Source: an optimization exercise on an open RTL-to-GDS flow (aim: small area, a short achievable clock period and few clock cycles per item). Production flows keep margins and buffers that such runs may drop. Function was checked by simulation only, so behaviour that the tests miss may differ from the original.

Setup of alpha:
## md_ctrl
module md_ctrl (
   input  logic        Clk,
   input  logic        Reset,
   input  logic        Start,
   input  logic [2:0]  Op,
   input  logic [31:0] A,
   input  logic [31:0] B,
   input  logic        Flush,
   output logic        Busy,
   output logic [31:0] HI,
   output logic [31:0] LO
);
   logic        r_busy;     
   logic        r_busy_o;   
   logic        r_ph;       
   logic        r_fix;      
   logic        r_div;      
   logic        r_uns;      
   logic [2:0]  r_cnt;      
   logic        r_qn;       
   logic        r_rn;       
   logic        r_y15;      
   logic [31:0] r_a;        
   logic [31:0] r_b;        
   logic [31:0] r_p;        
   logic [31:0] r_hi;
   logic [31:0] r_lo;
   logic        w_a16, w_b16, w_swap, w_mshort;
   always_comb begin
      w_a16    = (r_a[31:15] == 17'd0) | (~r_uns & (r_a[31:15] == '1));
      w_b16    = (r_b[31:15] == 17'd0) | (~r_uns & (r_b[31:15] == '1));
      w_swap   = ~r_ph & ~w_b16 & w_a16;
      w_mshort = w_a16 | w_b16;
   end
   logic [16:0] w_z;
   logic [31:0] w_mc;
   logic        w_msg;
   logic [33:0] w_m;
   logic [47:0] w_rows [8];
   logic [7:0]  w_neg;
   logic [47:0] w_acc;
   logic [47:0] w_ext;
   logic [47:0] w_sum;
   always_comb begin
      if (r_ph)
         w_z = {r_b[31:16], r_y15};
      else if (w_swap)
         w_z = {r_a[15:0], 1'b0};
      else
         w_z = {r_b[15:0], 1'b0};
      w_mc  = w_swap ? r_b : r_a;
      w_msg = ~r_uns & w_mc[31];
      w_m   = {w_msg, w_msg, w_mc};
      for (int j = 0; j < 8; j++) begin
         logic z0, z1, z2, one, two;
         logic [33:0] sel;
         z0  = w_z[2*j];
         z1  = w_z[2*j+1];
         z2  = w_z[2*j+2];
         w_neg[j] = z2 & ~(z1 & z0);
         one = z1 ^ z0;
         two = (z2 & ~z1 & ~z0) | (~z2 & z1 & z0);
  ...
For scale: about 4400 cells after synthesis, about 170 flip-flops, roughly 140 I/O pins, about 33000 sq um of cells after synthesis.
export LEC_CHECK = 0
export ABC_AREA = 1
export CAP_MARGIN = 20
export CORE_MARGIN = 2
export CORE_UTILIZATION = 40
export SLEW_MARGIN = 20
export SYNTH_HIERARCHICAL = 1
create_clock -name core_clock -period 80.0 [get_ports {Clk}]
standard.sh (not shown) runs the stock make flow with config.mk's settings and CLKGATE_MAP_FILE= SYNTH_SCRIPT=/design/flow/synth_recipe.tcl, a recipe that flattens the netlist after the stock synthesis.
==> flow/flow/run.sh <==
#!/bin/bash
# Standard layout, except that the port buffers are buf_2 cells rather than
# the default delay buffers, so the fixed input/output delays are not
# lengthened by the port buffers themselves.
set -euo pipefail
export BUFFER_PORTS_ARGS="-buffer_cell sky130_fd_sc_hd__buf_2"
bash standard.sh finish > standard_flow.log 2>&1
Testbench counts of alpha, summed over its fixed seeds: cycles 13,576, items 4,800.
Input-level comparison between beta and alpha:
- a change of SLEW_MARGIN from 20 to 60
- a change of CAP_MARGIN from 20 to 50
==> comparison <==
~same flip-flop and latch count in beta and alpha. Looking at beta and alpha, the post-route non-filler standard cell count is a wash. beta ends up with higher cell area than alpha does. In beta, the shortest period the worst path allows came out 280 ps below the value in alpha. Compared with alpha, beta shows utilization after layout higher by 0.63 points. Data arrival time of the worst path delta for beta relative to alpha: 300 ps lower. Worst-case clock skew essentially unchanged between alpha and beta.
Input-level comparison between gamma and beta:
- CAP_MARGIN: 50 -> 20
- SLEW_MARGIN: 60 -> 40
--- outcome ---
gamma gives less half-perimeter wire length of the detailed placement result than beta did.
Between gamma and beta, the largest incremental delay on the critical path is higher for gamma.
Compared with beta, in gamma detailed-router iteration count before antenna repair rose by 1; met2 track demand over resource in global routing stayed essentially flat; buffer share of cell area fell by 0.49 points.
Relative to beta, synthesis-to-layout area growth has decreased by 1.3 points in gamma.
Diff gamma..beta | routed length on met1 | negligible
Re design area: gamma and beta aren't equal, and the higher value belongs to beta.
Edits applied to the flow inputs when going from gamma to delta:
- a change of CORE_UTILIZATION from 40 to 50
- a change of SLEW_MARGIN from 40 to 60
==> comparison <==
- delta: done, clean on timing, DRC and antenna
- gamma has higher number of antenna violations at the first check in global routing than delta.
- Any difference in clock slew at the register clock pins of the worst setup and hold paths between gamma and delta is small enough to ignore.
- delta vs gamma, critical path startpoint: r_lo[2] vs Flush
- Between delta and gamma, the sequential share of layout area does not differ in any meaningful way.
- Worst setup slack ends up lower on gamma.

-- what the ideal ports hide --
How much do the figures lean on ideal ports? The routed layouts below were timed once more, with nothing changed but the port constraints. Step 1 assumes that a clkbuf_16 drives the clock port and a buf_2 every other input. Step 2 moves the port delays by t, midway between the first and last clock arrival at a register: inputs arrive t later, outputs are due t later. That takes back most of the time a late clock gives input paths. a / b / c = ideal / step 1 / step 2; a / b = the first two.
| run | t (ns) | setup WS [ns] | worst setup path after step 2 | worst register clock-pin slew, ns |
|---|---|---|---|---|
| alpha | 0.548 | 62.490 / 62.501 / 61.987 | input to register | 0.08 / 0.08 |
| beta | 0.534 | 62.769 / 62.789 / 62.255 | input to register | 0.08 / 0.08 |
| gamma | 0.545 | 62.509 / 62.548 / 62.003 | input to register | 0.09 / 0.09 |
| delta | 0.586 | 62.885 / 62.817 / 62.423 | input to register | 0.10 / 0.10 |
After both steps every run listed still meets setup and hold. The setup slack of beta, which loses most, moves by +0.020 ns with the drivers and by -0.514 ns with both steps.
